What follows belongs to an exercise in optimizing a design on an open flow for small area; a production flow would make more cautious choices.
At most, simulation tests tie the RTL to the original design; equivalence was not proved.
For run 2, only the layout was checked, not whether the RTL still works.

==> flow/design.v, too long to show whole: its modules and the start of the top module <==
// module voice_registers: 41 lines
// module unit_registers: 69 lines
// module voice_generator: 83 lines
// module sample_fifo: 52 lines
// module voice_mixer: 3406 lines
// module synth_unit: 56 lines
module synth_unit (
    input  logic clk_i,
    input  logic rst_n_i,
    input  logic reg_write_i,
    input  logic [11:0] reg_write_addr_i,
    input  logic [31:0] reg_write_data_i,
    input  logic [3:0] reg_write_strobe_i,
    input  logic reg_read_i,
    input  logic [11:0] reg_read_addr_i,
    output logic [31:0] read_data_o,
    output logic [15:0] sample_o,
    output logic sample_valid_o,
    input  logic sample_ready_i
);
  // ...
==> flow/flow/run.sh <==
#!/bin/bash
# Own layout flow: the standard flow (standard.sh) with these changes:
# - synthesis: Yosys's synth runs with -noabc, so its quick generic ABC pass
#   does not restructure the RTL's full-adder trees before extract_fa maps them
#   to adder cells; and the final ABC mapping uses ABC's area-oriented mapper
#   (amap) in place of map. Registers, names and flattening are the standard
#   flow's.
# - placement buffers every input and output port with the smallest buffer,
#   sky130_fd_sc_hd__buf_1, instead of the one buffer_ports picks itself.
# Everything else (floorplan, power grid, taps, CTS, routing) is standard.
# make's full output goes to flow_synth.log and flow_make.log here; ORFS's
# per-step logs stay under orfs/logs.
set -euo pipefail
work=$(pwd)
sed 's/yosys synth -nofsm -noshare /yosys synth -nofsm -noshare -noabc /' synth_recipe.tcl > flow_synth.tcl
grep -q -- '-noabc' flow_synth.tcl
sed 's#synth_recipe\.tcl#flow_synth.tcl#g' standard.sh > flow_standard.sh
grep -q 'flow_synth\.tcl' flow_standard.sh
# ORFS's scripts with the area ABC script changed; only synthesis reads it.
rm -rf flow_scripts
cp -r "$FLOW_HOME/scripts" flow_scripts
printf 'strash\ndch\namap\ntopo\nstime -c\nbuffer -c\nupsize -c\ndnsize -c\n' > flow_scripts/abc_area.script
bash flow_standard.sh "SCRIPTS_DIR=$work/flow_scripts" synth > flow_synth.log 2>&1
grep -q 'flow_scripts/abc_area.script' orfs/logs/*/synth_unit/base/1_2_yosys.log
bash flow_standard.sh "BUFFER_PORTS_ARGS=-buffer_cell sky130_fd_sc_hd__buf_1" finish > flow_make.log 2>&1
test -s out/final.def
==> flow/standard.sh <==
#!/bin/bash
# synth_recipe.tcl (not shown) runs the flow's synth.tcl, then flattens the netlist and writes it again
# the make line also repeats each setting of config.mk as NAME=value (left out here)
make -C /OpenROAD-flow-scripts/flow DESIGN_CONFIG=/design/flow/config.mk WORK_HOME=/design/flow/orfs CLKGATE_MAP_FILE= SYNTH_SCRIPT=/design/flow/synth_recipe.tcl "${@:-finish}"
==> flow/config.mk <==
export PLATFORM = sky130hd
export DESIGN_NAME = synth_unit
export DESIGN_NICKNAME = synth_unit
export VERILOG_FILES = /design/flow/design.v
export SDC_FILE = /design/flow/constraint.sdc
export NUM_CORES = 4
export LEC_CHECK = 0
export ABC_AREA = 1
export CAP_MARGIN = 5
export CORE_MARGIN = 2
export CORE_UTILIZATION = 40
export CTS_CLUSTER_DIAMETER = 150
export CTS_CLUSTER_SIZE = 20
export PLACE_DENSITY = 0.6
export SLEW_MARGIN = 5
==> flow/constraint.sdc <==
create_clock -name core_clock -period 13.0 [get_ports {clk_i}]
set_input_delay 2.6000 -clock core_clock [delete_from_list [all_inputs] [get_ports {clk_i}]]
set_output_delay 2.6000 -clock core_clock [all_outputs]
set_load 0.01 [all_outputs]
==> out/qor.txt, run 1 <==
Max Clk Rate - 0.0827 GHz
Post-Layout Cell Count - 6420
max cap viols - 0
routed len/inst - 26.4 um
Placed Area - 0.0498 sq mm
final hold violation count - 0
Critical Path End Type - flop
num sequential - 541
global routing usage on met2 - 43.2%
Setup crit start - u_regs.duty_q[5]
# DRC - 0
first-pass GRT wire length - 251000 um
reg2reg end - u_gen.slot_q[0]
CP Data Required Time - 13.34 ns
Finish-stage setup viols - 0
crit path time final - 12.10 ns
Final HPWL DP - 129000 um
Cells after Synth - 4868
critical path fanouts, max - 34
Yosys warning count - 8
vias per inst - 6.21
gr usage total - 27.7%
Crit-path slowest cell - a2111oi_0
mux share of post-synthesis cell area - 0%
clock sinks - 541
count leader, synth - o22ai_1
met1 wire length - 70300 um
status - complete, no violations
met1 Resource Use GR - 38.4%
Distinct cells, synth - 64
Non-clk bufs - 306
H-tree levels - 2
largest net degree at the start of global routing - 68
worst-margin pin slew - 1.34 ns
post-CTS setup buffer count - 0
==> module voice_generator, before the edit <==
module voice_generator #(
    parameter int NUM_VOICES = 4
) (
    input  logic clk_i,
    input  logic rst_n_i,
    input  logic [NUM_VOICES-1:0] cfg_enable_i,
    input  logic [2*NUM_VOICES-1:0] cfg_wave_sel_i,
    input  logic [32*NUM_VOICES-1:0] cfg_increment_i,
    input  logic [16*NUM_VOICES-1:0] cfg_gain_i,
    input  logic [NUM_VOICES-1:0] voice_start_i,
    input  logic [31:0] duty_i,
    input  logic run_i,
    output logic [15:0] sample_o,
    output logic sample_valid_o,
    input  logic sample_ready_i
);
    localparam int RIPPLE = 20;  
    logic [31:0] phase_q [NUM_VOICES];
    logic [31:0] phase_sum [NUM_VOICES];
    logic [31:0] phase_next [NUM_VOICES];
    logic [NUM_VOICES-1:0] flip;  
    logic [16*NUM_VOICES-1:0] shaped;
    logic [15:0] mixed, slot_q;
    logic valid_q;
    logic load;
    assign load = run_i && (!valid_q || sample_ready_i);
    for (genvar v = 0; v < NUM_VOICES; v++) begin : g_add
        logic [31:0] a, b;
        logic [RIPPLE:0] c;
        logic [32:RIPPLE] c0, c1;
        logic [31:RIPPLE] s0, s1;
        assign a = phase_q[v];
        assign b = cfg_increment_i[32*v +: 32];
        assign c[0] = 1'b0;
        for (genvar i = 0; i < RIPPLE; i++) begin : g_lo
            assign phase_sum[v][i] = a[i] ^ b[i] ^ c[i];
            assign c[i+1] = (a[i] & b[i]) | (a[i] & c[i]) | (b[i] & c[i]);
        end
        assign c0[RIPPLE] = 1'b0;
        assign c1[RIPPLE] = 1'b1;
        for (genvar i = RIPPLE; i < 32; i++) begin : g_hi
            assign s0[i] = a[i] ^ b[i] ^ c0[i];
            assign c0[i+1] = (a[i] & b[i]) | (a[i] & c0[i]) | (b[i] & c0[i]);
            assign s1[i] = a[i] ^ b[i] ^ c1[i];
            assign c1[i+1] = (a[i] & b[i]) | (a[i] & c1[i]) | (b[i] & c1[i]);
        end
        assign phase_sum[v][31:RIPPLE] = c[RIPPLE] ? s1 : s0;
    end
    always_comb begin
        for (int v = 0; v < NUM_VOICES; v++) begin
            if (!cfg_enable_i[v]) shaped[16*v +: 16] = '0;
            else if (cfg_wave_sel_i[2*v +: 2] == 2'd0) shaped[16*v +: 16] = phase_q[v][31:16];
            else shaped[16*v +: 16] = 16'h7FFF;
            flip[v] = cfg_enable_i[v] && cfg_wave_sel_i[2*v +: 2] != 2'd0 && !(phase_q[v] < duty_i);
        end
    end
    voice_mixer #(.NUM_VOICES(NUM_VOICES)) u_mix (
        .samples_i (shaped), .gains_i (cfg_gain_i), .flip_i (flip), .sample_o (mixed)
    );
    always_comb begin
        for (int v = 0; v < NUM_VOICES; v++) begin
            if (!rst_n_i || voice_start_i[v]) phase_next[v] = '0;
            else if (load && cfg_enable_i[v]) phase_next[v] = phase_sum[v];
            else phase_next[v] = phase_q[v];
        end
    end
    always_ff @(posedge clk_i) begin
        for (int v = 0; v < NUM_VOICES; v++) phase_q[v] <= phase_next[v];
    end
    always_ff @(posedge clk_i) begin
        if (!rst_n_i) begin
            valid_q <= 1'b0;
        end else begin
            if (load) valid_q <= 1'b1;
            else if (sample_ready_i) valid_q <= 1'b0;
        end
    end
    always_ff @(posedge clk_i) begin
        if (load) slot_q <= mixed;
    end
    assign sample_o = slot_q;
    assign sample_valid_o = valid_q;
endmodule
==> run 2: changes to the inputs <==
--- a/flow/design.v
+++ b/flow/design.v
@@ -133,5 +133,5 @@
     input  logic sample_ready_i
 );
-    localparam int RIPPLE = 20;  
+    localparam int RIPPLE = 24;  
     logic [31:0] phase_q [NUM_VOICES];
     logic [31:0] phase_sum [NUM_VOICES];
==> run 2 against run 1 <==
Hold slack got worse by 0.011 ns. Maximum frequency fell by 3.5%. Worst setup slack got worse by 0.44 ns. Die area fell by 0.36%. Count of clock-buffer cells in the layout rose by 5. Global-route usage fell by 0.34 points. Utilization rose by 0.36 points. Synthesized cell count fell by 0.94%. Sequential share of layout area fell by 0.20 points. Critical endpoint is now u_gen.phase_q[2][31]. Highest routed layer unchanged.
==> out/qor.txt, run 2 <==
core footprint - 0.116 sq mm
Finish-stage setup viols - 0 (unchanged)
status - complete, no violations
Final HPWL DP - 128000 um (-0.80%)
crit path time final - 12.54 ns (+0.444 ns)
critical path type - flop to flop
setup slack, reg-to-reg - 0.46 ns
Register Area - 0.0148 sq mm
gp weighted congestion - 0.967
commonest non-fill, non-tap cell in the layout - o22ai_1
most used cell, CP - fa_1
Routed Wire Length - 169000 um
hold path start - u_regs.g_voice[1].u_voice.start_q
Crit-path slowest cell - fa_1
crit path launch type - flop
worst min-delay path category - flop to flop
post-layout util - 44.0%
clock skew - 0.0425 ns
routed len/inst - 26.3 um (-0.68%)
Syn Nets - 5669
count leader, synth - o22ai_1
H-tree levels - 1 (-1)
Die Height - 347 um
worst hold stages - 1
max cap viols - 0 (unchanged)
vias per inst - 6.19 (-0.33%)
# DRC - 0 (unchanged)
clock sinks - 541 (unchanged)
Post-synth EDFFs - 397
sequential share of the synthesized area - 31.5%
CTS tree - done
via count - 39700
first-pass GRT wire length - 249000 um (-0.86%)
Arr. time, crit path - 13.11 ns
mean post-synth cell area - 9.73 sq um
Pins Over Slew Limit - 0
die area - 0.120 sq mm
most frequent cells in the layout - o22ai_1 (556), fa_1 (540), nor2_1 (494), nand2_1 (425), o21ai_0 (422)
clk buf depth - 3
vias in the first global route - 37600
Post-Syn Area - 0.0469 sq mm
r2r worst-path depth - 39
Die X - 347 um
Max Clk Rate - 0.0797 GHz (-3.5%)
Initial Util - 40.3%
Final #Nets - 5710
total CTS buffers - 31
area of the multi-input gates - 0.0304 sq mm
Tcrit/Tclk final - 96.5%
worst r2r src - u_regs.g_voice[2].u_voice.inc_q[0]
area grow syn2layout - 9.11%
drt first pass iters - 7
Synth top area share - 25.4%
gr usage total - 27.3% (-0.34 points)
CTS clk-pin slew, worst paths - 0.10 ns
Cells after Synth - 4822 (-0.94%)
main flop type after synthesis - edfxtp_1
Clock Tree Root - clkbuf_16
hold buffer count at CTS - 0
Antenna Nets Post-Route - 0
synth cell count leaders - o22ai_1 (575), fa_1 (563), nor2_1 (520)
slowest cell delay on critical path - 0.45 ns
Distinct cells, synth - 58 (-9.4%)
biggest area consumer among synthesized cells - edfxtp_1
Synth Register Bits - 541
First DRT Iteration DRCs - 5112
critical path fanouts, max - 4 (-88%)
asr flop ratio synth - 0%
gr ovfl total - 0
CP Data Required Time - 13.56 ns (+0.22 ns)
initial antenna violation count - 4
Critical Path End Type - flop
layout cell share with drive strength beyond 1 - 11.0%
# rows - 125
worst-margin pin slew - 1.26 ns (-0.0833 ns)
PortBufs - 113
max_slew headroom - 15.4%
Yosys warning count - 8 (unchanged)
Hold Path Sink - u_gen.phase_q[1][31]
IO Count - 114
WHS - 0.459 ns
clock latency (worst-skew pair) - 0.68 ns
fillers - 11200
largest net degree at the start of global routing - 68 (unchanged)
reg2reg end - u_gen.phase_q[2][31]
Largest regs - u_fifo.mem: 128 flops, u_gen.phase_q: 128 flops, u_regs.g_voice.u_voice.inc_q: 128 flops
final hold violation count - 0 (unchanged)
Area contributors post-synth - edfxtp_1 (25%), fa_1 (24%), o22ai_1 (7.7%)
-- run 2: cell count changes in the layout (fill, tap and decap cells not counted), sizes merged, moves of 8 or more --
| cell | delta |
|---|---|
| fa | +16 |
| ha | -16 |
| o21ai | -21 |
| a32oi | +21 |
| o221ai | -9 |
| buf | +51 |
| a21boi | +28 |
| nand2 | +23 |
| inv | -10 |
| nor2 | -35 |
| clkinvlp | -8 |
| a21oi | -42 |
| a22oi | -30 |
| nor3 | +10 |
-- run 2: worst max-delay path, delay by kind of cell, from the launching register on --
kind	cells	cell delay (ns)
adder cells (fa/ha/maj)	24	10.19
AND/OR/NAND/NOR	13	1.33
AO/OA/AOI/OAI	2	0.52
flip-flops	1	0.40
-- run 2: stage by stage --
step | setup TNS (ns) | area, sq um | std cells | setup slack (ns)
after floorplan | 0 | 46900 | 4822 | 0.793
after global placement | 0 | 49800 | 6333 | 0.00756
after detailed placement | 0 | 49800 | 6333 | 0.00609
after CTS | 0 | 50700 | 6391 | 0.0162
after global routing | -0.288 | 51200 | 6412 | -0.162
final | 0 | 51200 | 6416 | 0.457
-- run 2: cells by family after synthesis --
logic type,count (synthesis),share of synthesized area (%)
AOI/OAI and AO/OA,1807,24.2
xor gates and xnor gates,1,0.0187
adders and majority gates,782,29.8
buffers and inverters,591,4.74
DFF,541,31.5
and+or+nand+nor,1100,9.65
-- run 2: layout make-up --
class,count,share of cell area [%]
antenna,4,0.0195
clock buffer,54,1.68
clock inverter,4,0.112
inverter,241,1.78
multi-input combinational,3691,59.3
sequential,541,28.9
tap,1524,3.72
timing repair buffer,357,4.50
-- run 2: timing repair --
action                                  in CTS  in global routing
setup buffers                                0                 19
gates cloned                                 0                  1
endpoints found under the setup margin       3                 23
resized for setup                            4                 85
hold endpoints to repair                     0                  0
pin swaps                                    0                 16
-- run 2: layer usage --
metal	track usage, %	vias to the layer above	part of all wire (%)
met5	0	-	0.0077
met4	8.93	2	3.8
met3	4.73	337	10
met2	43.4	2171	45
met1	37.9	19400	41
li1	-	17900	-
-- run 2: worst max-delay path by stage --
stage / startpoint / endpoint / slack [ns]
5_1_grt: u_regs.g_voice[2].u_voice.inc_q[0] / u_gen.phase_q[2][31] / -0.16
3_3_place_gp: u_regs.g_voice[1].u_voice.inc_q[0] / u_gen.phase_q[1][31] / 0.008
6_report: u_regs.g_voice[2].u_voice.inc_q[0] / u_gen.phase_q[2][31] / 0.46
3_5_place_dp: u_regs.g_voice[0].u_voice.inc_q[0] / u_gen.phase_q[0][31] / 0.006
4_1_cts: u_regs.g_voice[1].u_voice.inc_q[0] / u_gen.phase_q[1][31] / 0.02
2_1_floorplan: u_regs.g_voice[0].u_voice.inc_q[0] / u_gen.phase_q[0][31] / 0.79
==> run 3: changes to the inputs <==
--- a/flow/design.v
+++ b/flow/design.v
@@ -133,5 +133,5 @@
     input  logic sample_ready_i
 );
-    localparam int RIPPLE = 24;  
+    localparam int RIPPLE = 20;  
     logic [31:0] phase_q [NUM_VOICES];
     logic [31:0] phase_sum [NUM_VOICES];
--- a/flow/config.mk
+++ b/flow/config.mk
@@ -7,5 +7,5 @@
 export LEC_CHECK = 0
 export ABC_AREA = 1
-export CAP_MARGIN = 5
+export CAP_MARGIN = 20
 export CORE_MARGIN = 2
 export CORE_UTILIZATION = 40
@@ -13,3 +13,3 @@
 export CTS_CLUSTER_SIZE = 20
 export PLACE_DENSITY = 0.6
-export SLEW_MARGIN = 5
+export SLEW_MARGIN = 20
==> run 3 against run 2 <==
Synthesized cell count grew 0.95%. Highest routed layer unchanged. Critical endpoint is now u_gen.slot_q[2]. Synthesized area grew 0.37%.
==> out/qor.txt, run 3 <==
clk buf depth - 3 (unchanged)
slowest cell delay on critical path - 0.65 ns (+0.20 ns)
gp weighted congestion - 0.987 (+2.0%)
Cells after Synth - 4868 (+0.95%)
Distinct cells, synth - 64 (+10%)
Yosys warning count - 8 (unchanged)
worst r2r src - u_regs.duty_q[0]
synth cell count leaders - o22ai_1 (571), nor2_1 (553), fa_1 (547)
Die Height - 347 um (+0.18%)
status - complete, no violations
Synth top area share - 25.3% (-0.092 points)
max cap viols - 0 (unchanged)
Clock Tree Root - clkbuf_16
area grow syn2layout - 8.23%
critical path fanouts, max - 20 (+16)
Max Clk Rate - 0.0827 GHz (+3.8%)
count leader, synth - o22ai_1
CTS clk-pin slew, worst paths - 0.10 ns (about the same)
Top Family by Delay on Critical Path - adder cells
IO Count - 114 (unchanged)
First DRT Iteration DRCs - 5142 (+0.59%)
Initial Util - 40.4% (+0.093 points)
CTS tree - done
total CTS buffers - 34 (+9.7%)
crit path time final - 12.09 ns (-0.457 ns)
drt first pass iters - 6 (-1)
setup slack, reg-to-reg - 0.91 ns (+0.46 ns)
Pins Over Slew Limit - 0 (unchanged)
Critical Path End Type - flop
critical path type - flop to flop
Synth Register Bits - 541 (unchanged)
Post-Layout Cell Count - 6427 (+0.17%)
clock sinks - 541 (unchanged)
max_slew headroom - 20.8% (+5.4 points)
worst-margin pin slew - 1.18 ns (-0.0729 ns)
via count - 39900 (+0.55%)
mean post-synth cell area - 9.68 sq um (-0.58%)
Sum Neg Setup Slack - 0 ns (unchanged)
Final #Nets - 5731 (+0.37%)
vias per inst - 6.22 (+0.38%)
Hold Path Sink - u_gen.phase_q[0][31]
r2r worst-path depth - 44 (+13%)
Largest regs - u_fifo.mem: 128 flops, u_gen.phase_q: 128 flops, u_regs.g_voice.u_voice.inc_q: 128 flops
Post-Syn Area - 0.0471 sq mm (+0.37%)
worst hold stages - 1 (unchanged)
Finish-stage setup viols - 0 (unchanged)
H-tree levels - 2 (+1)
clock skew - 0.0415 ns (-0.00101 ns)
core footprint - 0.117 sq mm (+0.13%)
first-pass GRT wire length - 251000 um (+1.0%)
Antenna Cells - 0 (-4)
PortBufs - 113 (unchanged)
WP buf/inv - 9 (+9)
Arr. time, crit path - 12.41 ns (-0.70 ns)
gr usage total - 27.6% (+0.33 points)
final hold violation count - 0 (unchanged)
routed len/inst - 26.6 um (+1.1%)
RSZ-0062 raised after global routing - no
initial antenna violation count - 3 (-1)
layout cell share with drive strength beyond 1 - 9.75% (-1.3 points)
hold buffer count at CTS - 0 (unchanged)
most used cell, CP - fa_1
Area contributors post-synth - edfxtp_1 (25%), fa_1 (23%), o22ai_1 (7.6%)
gr ovfl total - 0 (unchanged)
dpl cells - 6358 (+0.39%)
asr flop ratio synth - 0% (unchanged)
Antenna Nets Post-Route - 0 (unchanged)
Syn Nets - 5715 (+0.81%)
die area - 0.121 sq mm (+0.36%)
biggest area consumer among synthesized cells - edfxtp_1
CP Data Required Time - 13.33 ns (-0.23 ns)
Routed Wire Length - 171000 um (+1.3%)
Tcrit/Tclk final - 93.0% (-3.5 points)
vias in the first global route - 37800 (+0.44%)
Crit-path slowest cell - nor3_4
Die X - 347 um (+0.18%)
largest net degree at the start of global routing - 68 (unchanged)
main flop type after synthesis - edfxtp_1
Final HPWL DP - 129000 um (+0.92%)
most frequent cells in the layout - o22ai_1 (550), fa_1 (547), nor2_1 (540), a21oi_1 (441), o21ai_0 (409)
Post-synth EDFFs - 397 (unchanged)
hold path start - u_regs.g_voice[0].u_voice.start_q
crit path launch type - flop
clock latency (worst-skew pair) - 0.63 ns (-0.05 ns)
commonest non-fill, non-tap cell in the layout - o22ai_1
# DRC - 0 (unchanged)
reg2reg end - u_gen.slot_q[2]
sequential share of the synthesized area - 31.4% (-0.11 points)
# rows - 125 (unchanged)
worst min-delay path category - flop to flop
==> run 3: changes by cell type after synthesis, sizes merged, moves of 9 or more <==
cell / previous run / this run
a21oi: 403 / 445
nor2: 520 / 555
a22oi: 50 / 80
a21boi: 28 / 0
nand2: 425 / 402
a32oi: 23 / 2
o21ai: 444 / 465
fa: 563 / 547
ha: 219 / 235
inv: 232 / 245
clkbuf: 344 / 334
nor3: 27 / 17
o221ai: 23 / 32
==> run 3: layout make-up <==
cell class | instances | area [sq um]
inverter | 253 | 982
multi-input combinational | 3734 | 30300
tap | 1524 | 1910
timing repair inverter | 8 | 40.0
clock inverter | 6 | 77.6
timing repair buffer | 312 | 1940
sequential | 541 | 14800
fill | 11100 | 65500
clock buffer | 49 | 917
==> run 3: worst max path at each step <==
stage | from | endpoint | slack [ns] | cells past startpoint
2_1_floorplan | u_regs.g_voice[1].u_voice.inc_q[0] | u_gen.phase_q[1][31] | 1.84 | 45
3_3_place_gp | u_regs.duty_q[5] | u_gen.slot_q[2] | 1.02 | 43
3_5_place_dp | u_regs.duty_q[3] | u_gen.slot_q[2] | 0.79 | 42
4_1_cts | u_regs.duty_q[3] | u_gen.slot_q[2] | 0.74 | 42
5_1_grt | u_regs.duty_q[0] | u_gen.slot_q[2] | 0.06 | 51
6_report | u_regs.duty_q[0] | u_gen.slot_q[2] | 0.91 | 44
==> run 3: kinds of logic after synthesis <==
kind of cell / share of synthesized area, %
compound gates: 24.7
buf+inv: 4.74
flops: 31.4
simple gates: 9.61
fa+ha+maj: 29.5
==> run 3: routing by layer <==
| layer | global-route usage [%] | routed length, um |
|---|---|---|
| met5 | 0 | 48 |
| met4 | 8.83 | 5720 |
| met3 | 5.03 | 17700 |
| met2 | 43.7 | 77100 |
| met1 | 38.4 | 70100 |
==> run 3: repair_timing <==
| item | in CTS | in global routing |
|---|---|---|
| buffers inserted | 0 | 3 |
| resized for setup | 0 | 19 |
| endpoints found under the setup margin | 0 | 15 |
| hold endpoints to repair | 0 | 0 |
==> run 3: per-stage QoR <==
step | hold slack [ns] | setup slack (ns) | utilization (%) | area, sq um
3_5_place_dp | 0.456 | 0.790 | 42.7 | 49800
3_3_place_gp | 0.455 | 1.02 | 42.7 | 49800
5_1_grt | 0.485 | 0.0587 | 43.8 | 51000
4_1_cts | 0.470 | 0.739 | 43.6 | 50800
2_1_floorplan | 0.422 | 1.84 | - | 47100
6_report | 0.472 | 0.914 | 43.8 | 51000
==> run 4: changes to the inputs <==
--- a/flow/config.mk
+++ b/flow/config.mk
@@ -7,9 +7,9 @@
 export LEC_CHECK = 0
 export ABC_AREA = 1
-export CAP_MARGIN = 20
+export CAP_MARGIN = 5
 export CORE_MARGIN = 2
 export CORE_UTILIZATION = 40
-export CTS_CLUSTER_DIAMETER = 150
-export CTS_CLUSTER_SIZE = 20
+export CTS_CLUSTER_DIAMETER = 130
+export CTS_CLUSTER_SIZE = 24
 export PLACE_DENSITY = 0.6
-export SLEW_MARGIN = 20
+export SLEW_MARGIN = 5
==> run 4 against run 3 <==
Largest cell class unchanged. Routed wire length fell by 0.74%. Final cell count fell by 0.19%. Via count fell by 0.42%. Non-clock buffer count fell by 5. Utilization fell by 0.21 points. Highest routed layer unchanged. First-iteration DRC count rose by 0.53%. Still clean on timing, DRC and antenna.
==> out/qor.txt, run 4 <==
vias per inst - 6.20 (-0.23%)
Synth Register Bits - 541 (unchanged)
Post-Syn Area - 0.0471 sq mm (unchanged)
initial antenna violation count - 4 (+1)
count leader, synth - o22ai_1
gp weighted congestion - 0.987 (unchanged)
clock sinks - 541 (unchanged)
first-pass GRT wire length - 250000 um (-0.39%)
Compound-Gate Fraction of Synth Area - 24.7% (unchanged)
CP Data Required Time - 13.53 ns (+0.20 ns)
clk buf depth - 3 (unchanged)
area grow syn2layout - 7.72%
IO Count - 114 (unchanged)
Crit-path slowest cell - fa_1
Routed Wire Length - 169000 um (-0.74%)
Die Height - 347 um (unchanged)
Largest regs - u_fifo.mem: 128 flops, u_gen.phase_q: 128 flops, u_regs.g_voice.u_voice.inc_q: 128 flops
Post-synth EDFFs - 397 (unchanged)
total CTS buffers - 28 (-18%)
layout cell share with drive strength beyond 1 - 9.28% (-0.46 points)
First DRT Iteration DRCs - 5169 (+0.53%)
vias in the first global route - 37500 (-0.79%)
PortBufs - 113 (unchanged)
largest family of logic cells by synthesized area - adder cells
max cap viols - 0 (unchanged)
crit path time final - 12.11 ns (+0.0189 ns)
routed len/inst - 26.4 um (-0.56%)
Post-Layout Cell Count - 6415 (-0.19%)
Synth Area in XOR/XNOR - 0% (unchanged)
hold buffer count at CTS - 0 (unchanged)
gr usage total - 27.5% (-0.18 points)
Distinct cells, synth - 64 (unchanged)
Sum Neg Setup Slack - 0 ns (unchanged)
gr ovfl total - 0 (unchanged)
most used cell, CP - nor2_1
Critical Path End Type - flop
dpl cells - 6357 (-0.016%)
critical path fanouts, max - 4 (-80%)
post-layout util - 43.6% (-0.21 points)
final instance area - 0.0507 sq mm (-0.48%)
# DRC - 0 (unchanged)
Final #Nets - 5715 (-0.28%)
largest net degree at the start of global routing - 68 (unchanged)
crit path launch type - flop
core footprint - 0.117 sq mm (unchanged)
Synth top area share - 25.3% (unchanged)
Initial Util - 40.4% (unchanged)
commonest non-fill, non-tap cell in the layout - o22ai_1
via count - 39800 (-0.42%)
slowest cell delay on critical path - 0.50 ns (-0.15 ns)
CTS tree - done
drt first pass iters - 7 (+1)
# rows - 125 (unchanged)
RSZ-0062 raised after global routing - no
asr flop ratio synth - 0% (unchanged)
status - complete, no violations
sequential share of the synthesized area - 31.4% (unchanged)
max_slew headroom - 13.1% (-7.7 points)
Synth Area in Simple Gates - 9.61% (unchanged)
Tcrit/Tclk final - 93.1% (+0.15 points)
Area contributors post-synth - edfxtp_1 (25%), fa_1 (23%), o22ai_1 (7.6%)
Arr. time, crit path - 12.64 ns (+0.23 ns)
Final HPWL DP - 129000 um (-0.10%)
CTS clk-pin slew, worst paths - 0.10 ns (about the same)
most frequent cells in the layout - o22ai_1 (554), fa_1 (547), nor2_1 (540), a21oi_1 (441), o21ai_0 (414)
Syn Nets - 5715 (unchanged)
main flop type after synthesis - edfxtp_1
Yosys warning count - 8 (unchanged)
Max Clk Rate - 0.0826 GHz (-0.16%)
final hold violation count - 0 (unchanged)
Clock Tree Root - clkbuf_16
worst min-delay path category - flop to flop
biggest area consumer among synthesized cells - edfxtp_1
worst-margin pin slew - 1.30 ns (+0.118 ns)
clock skew - 0.0398 ns (-0.00165 ns)
H-tree levels - 1 (-1)
clock latency (worst-skew pair) - 0.66 ns (+0.03 ns)
mean post-synth cell area - 9.68 sq um (unchanged)
mux share of post-synthesis cell area - 0% (unchanged)
Die X - 347 um (unchanged)
Finish-stage setup viols - 0 (unchanged)
Cells after Synth - 4868 (unchanged)
Placed Area - 0.0498 sq mm (about the same)
die area - 0.121 sq mm (unchanged)
synth cell count leaders - o22ai_1 (571), nor2_1 (553), fa_1 (547)
Antenna Nets Post-Route - 0 (unchanged)
critical path type - flop to flop
Pins Over Slew Limit - 0 (unchanged)
Post-Synth Adder-Cell Area - 29.5% (unchanged)
run 4: cell types whose count changed in the layout (fill, tap and decap cells not counted), moves of 4 or more:
cell        change
clkbuf_16       -6
clkinvlp_2      -5
o21ai_0         +5
o21ai_1         -5
o22ai_2         -5
buf_4           -4
o22ai_1         +4
run 4: layer usage:
layer / wire (um) / GRT usage (%)
met1: 70200 / 38.4
met2: 76200 / 43.3
met3: 17100 / 5.14
met4: 5880 / 8.24
met5: 34 / 0
run 4: worst paths after layout:
path,startpoint,endpoint,slack [ns],cells after the start
worst max-delay path,u_regs.g_voice[1].u_voice.inc_q[0],u_gen.phase_q[1][31],0.89,45
worst max register to register,u_regs.g_voice[1].u_voice.inc_q[0],u_gen.phase_q[1][31],0.89,45
worst min-delay path,u_regs.g_voice[1].u_voice.start_q,u_gen.phase_q[1][31],0.47,1
worst min register to register,u_regs.g_voice[1].u_voice.start_q,u_gen.phase_q[1][31],0.47,1
run 4: what timing repair did:
action,4_1_cts,5_1_grt
setup buffers,0,0
endpoints found under the setup margin,0,15
resized for setup,0,16
run 4: through the flow:
stage          setup slack (ns)  hold WS (ns)
6_report                  0.895         0.470
5_1_grt                   0.157         0.490
4_1_cts                   0.755         0.476
3_5_place_dp              0.804         0.464
3_3_place_gp               1.02         0.455
2_1_floorplan              1.84         0.422
run 4: cell type report:
class | instances | area (sq um)
Multi-Input combinational cell | 3733 | 30300
Fill cell | 11100 | 65800
Timing Repair inverter | 4 | 22.5
Clock buffer | 45 | 764
Tap cell | 1524 | 1910
Antenna cell | 1 | 2.50
Timing Repair Buffer | 307 | 1880
Inverter | 253 | 978
Sequential cell | 541 | 14800
Clock inverter | 7 | 118
run 4: worst max-delay path: cells and delay by family (launching register included):
kind / cells / cell delay [ns]
flip-flops: 1 / 0.42
adder cells (fa/ha/maj): 20 / 8.64
AO/OA/AOI/OAI: 3 / 0.62
AND/OR/NAND/NOR: 22 / 2.31
run 4: cells by family after synthesis:
| logic type | count (synthesis) |
|---|---|
| compound gates | 1857 |
| simple gates | 1094 |
| fa+ha+maj | 782 |
| buf+inv | 594 |
| flops | 541 |
==> run 5: changes to the inputs <==
--- a/flow/config.mk
+++ b/flow/config.mk
@@ -9,7 +9,7 @@
 export CAP_MARGIN = 5
 export CORE_MARGIN = 2
-export CORE_UTILIZATION = 40
+export CORE_UTILIZATION = 60
 export CTS_CLUSTER_DIAMETER = 130
 export CTS_CLUSTER_SIZE = 24
-export PLACE_DENSITY = 0.6
+export PLACE_DENSITY = 0.75
 export SLEW_MARGIN = 5
==> run 5 against run 4 <==
Register-to-register slack worse by 0.13 ns. Synthesized area unchanged. First-iteration DRC count up 9.5%. Final area down 1.5%. Critical path type unchanged. Sequential cell count unchanged. Count of clock-buffer cells in the layout up 1. Global-route usage up 13 points.
==> out/qor.txt, run 5 <==
clk buf depth - 3 (unchanged)
clock latency (worst-skew pair) - 0.60 ns (-0.06 ns)
Antenna Nets Post-Route - 0 (unchanged)
mux share of post-synthesis cell area - 0% (unchanged)
Area contributors post-synth - edfxtp_1 (25%), fa_1 (23%), o22ai_1 (7.6%)
biggest area consumer among synthesized cells - edfxtp_1
Syn Nets - 5715 (unchanged)
CTS clk-pin slew, worst paths - 0.11 ns (about the same)
Post-synth EDFFs - 397 (unchanged)
Post-Layout Cell Count - 5922 (-7.7%)
Clock Tree Root - clkbuf_16
Routed Wire Length - 165000 um (-2.7%)
Synth Register Bits - 541 (unchanged)
Top Family by Delay on Critical Path - adder cells
Final #Nets - 5709 (-0.10%)
first-pass GRT wire length - 244000 um (-2.6%)
RSZ-0062 raised after global routing - no
Critical Path End - u_gen.phase_q[1][31]
asr flop ratio synth - 0% (unchanged)
mean post-synth cell area - 9.68 sq um (unchanged)
max_slew headroom - 8.54% (-4.5 points)
final hold violation count - 0 (unchanged)
Synth top area share - 25.3% (unchanged)
routed len/inst - 27.8 um (+5.4%)
WHS - 0.491 ns (+0.0202 ns)
worst-margin pin slew - 1.37 ns (+0.0656 ns)
PortBufs - 113 (unchanged)
Synth Area in Simple Gates - 9.61% (unchanged)
most used cell, CP - nor2_1
Max Clk Rate - 0.0817 GHz (-1.1%)
IO Count - 114 (unchanged)
Pins Over Slew Limit - 0 (unchanged)
clock sinks - 541 (unchanged)
vias per inst - 6.92 (+12%)
Synth Area in XOR/XNOR - 0% (unchanged)
vias in the first global route - 38500 (+2.7%)
H-tree levels - 1 (unchanged)
Largest regs - u_fifo.mem: 128 flops, u_gen.phase_q: 128 flops, u_regs.g_voice.u_voice.inc_q: 128 flops
Finish-stage setup viols - 0 (unchanged)
CP Depth - 45 (unchanged)
Post-Synth Adder-Cell Area - 29.5% (unchanged)
critical path fanouts, max - 4 (unchanged)
gr ovfl total - 0 (unchanged)
main flop type after synthesis - edfxtp_1
worst r2r src - u_regs.g_voice[1].u_voice.inc_q[0]
Setup crit start - u_regs.g_voice[1].u_voice.inc_q[0]
commonest non-fill, non-tap cell in the layout - o22ai_1
Distinct cells, synth - 64 (unchanged)
area grow syn2layout - 6.11%
dpl cells - 5871 (-7.6%)
Sum Neg Setup Slack - 0 ns (unchanged)
DP Worst Slack - 0.293 ns (-0.511 ns)
layout cell share with drive strength beyond 1 - 9.12% (-0.17 points)
crit path launch type - flop
via count - 41000 (+3.0%)
Tcrit/Tclk final - 94.1% (+1.0 points)
Initial Util - 60.7% (+20 points)
die area - 0.0808 sq mm (-33%)
critical path type - flop to flop
largest family of logic cells by synthesized area - adder cells
gp weighted congestion - 1.04 (+4.9%)
fillers - 6375 (-43%)
Register Area - 0.0148 sq mm (unchanged)
Die Height - 284 um (-18%)
r2r worst-path depth - 45 (unchanged)
synth cell count leaders - o22ai_1 (571), nor2_1 (553), fa_1 (547)
Cells after Synth - 4868 (unchanged)
Arr. time, crit path - 12.73 ns (+0.09 ns)
core footprint - 0.0776 sq mm (-33%)
area of the multi-input gates - 0.0303 sq mm (about the same)
max cap viols - 0 (unchanged)
initial antenna violation count - 1 (-3)
most frequent cells in the layout - o22ai_1 (556), fa_1 (547), nor2_1 (539), a21oi_1 (435), o21ai_0 (415)
reg2reg end - u_gen.phase_q[1][31]
# rows - 102 (-18%)
CP Data Required Time - 13.49 ns (-0.04 ns)
Post-Syn Area - 0.0471 sq mm (unchanged)
gr usage total - 40.1% (+13 points)
First DRT Iteration DRCs - 5659 (+9.5%)
drt first pass iters - 9 (+2)
Compound-Gate Fraction of Synth Area - 24.7% (unchanged)
sequential share of the synthesized area - 31.4% (unchanged)
largest net degree at the start of global routing - 67 (-1.5%)
count leader, synth - o22ai_1
worst min-delay path category - flop to flop
# DRC - 0 (unchanged)
post-layout util - 64.4% (+21 points)
status - complete, no violations
Die X - 284 um (-18%)
Crit-path slowest cell - fa_1
final worst slack - 0.764 ns (-0.131 ns)
Critical Path End Type - flop
WP buf/inv - 0 (unchanged)
total CTS buffers - 26 (-7.1%)
Antenna Cells - 0 (-1)
crit path time final - 12.24 ns (+0.131 ns)
setup slack, reg-to-reg - 0.76 ns (-0.13 ns)
CTS tree - done
Yosys warning count - 8 (unchanged)
slowest cell delay on critical path - 0.47 ns (-0.03 ns)
clock skew - 0.0127 ns (-0.0271 ns)
Final HPWL DP - 124000 um (-3.7%)
[run 5: changes by cell type in the layout (fill, tap and decap cells not counted), sizes merged]
| cell | change |
|---|---|
| clkinv | -3 |
| inv | +5 |
| diode | -1 |
| bufinv | -1 |
| clkinvlp | -9 |
[run 5: cells by family after synthesis]
kind of cell | Yosys count
simple gates | 1094
buf+inv | 594
fa+ha+maj | 782
flops | 541
compound gates | 1857
[run 5: worst min path at each step]
| stage | startpoint | endpoint | depth (start not counted) |
|---|---|---|---|
| 6_report | u_regs.g_voice[3].u_voice.start_q | u_gen.phase_q[3][31] | 1 |
| 5_1_grt | u_regs.g_voice[3].u_voice.start_q | u_gen.phase_q[3][31] | 1 |
| 4_1_cts | u_regs.g_voice[3].u_voice.start_q | u_gen.phase_q[3][31] | 1 |
| 3_5_place_dp | u_regs.g_voice[3].u_voice.start_q | u_gen.phase_q[3][31] | 1 |
| 3_3_place_gp | u_regs.g_voice[3].u_voice.start_q | u_gen.phase_q[3][31] | 1 |
| 2_1_floorplan | u_regs.g_voice[0].u_voice.start_q | u_gen.phase_q[0][31] | 1 |
[run 5: cell type report]
class	count	share of cell area [%]
multi-input combinational	3733	60.6
sequential	541	29.6
timing repair buffer	306	3.75
tap	1040	2.60
inverter	253	1.91
clock buffer	46	1.49
clock inverter	2	0.0275
timing repair inverter	1	0.0100
[run 5: metrics by stage]
| step | instance area, sq um |
|---|---|
| floorplan | 47100 |
| global placement | 49200 |
| CTS | 49900 |
| detailed placement | 49200 |
| finish | 50000 |
| global route | 50000 |
[run 5: metal layers]
layer | vias to the layer above | share of wire, % | track usage [%]
met2 | 2988 | 43 | 60.2
met5 | - | 0.016 | 0
met3 | 564 | 14 | 10.9
li1 | 18000 | - | -
met1 | 19500 | 37 | 53.5
met4 | 2 | 6.8 | 20.8
[run 5: what timing repair did]
action	4_1_cts	5_1_grt
setup buffers	0	2
endpoints found under the setup margin	0	16
gates resized for setup	0	7
hold buffers	0	0

==> port drivers added, routing unchanged <==
In the flow no input, the clock included, has a driving cell. The finished layouts below were timed again as built, in two steps. Step 1 (the two cells are an assumption about what drives the block):
set clk [get_ports {clk_i}]
set_driving_cell -lib_cell sky130_fd_sc_hd__clkbuf_16 $clk
set_driving_cell -lib_cell sky130_fd_sc_hd__buf_2 [delete_from_list [all_inputs] $clk]
Step 2, shift: input delay + t, output delay - t, t = (earliest + latest rising clock arrival at the registers) / 2. This alone moves slack from input paths to output paths. Slacks: ideal ports / drivers / drivers and shift; pairs: ideal ports / drivers.
run	shift t [ns]	slack for setup (ns)	worst hold slack (ns)	slew at the worst register clock pin (ns)	cell pins on the clock port's net
run 1	0.701	0.901 / 0.901 / 0.901	0.471 / 0.471 / 0.471	0.11 / 0.11	1
run 2	0.728	0.457 / 0.457 / 0.457	0.459 / 0.459 / 0.459	0.10 / 0.10	1
run 3	0.680	0.914 / 0.914 / 0.914	0.472 / 0.472 / 0.472	0.10 / 0.10	1
run 4	0.702	0.895 / 0.895 / 0.895	0.470 / 0.470 / 0.470	0.11 / 0.11	1
run 5	0.655	0.764 / 0.764 / 0.764	0.491 / 0.491 / 0.491	0.11 / 0.11	1
After both steps every run listed still meets setup and hold.
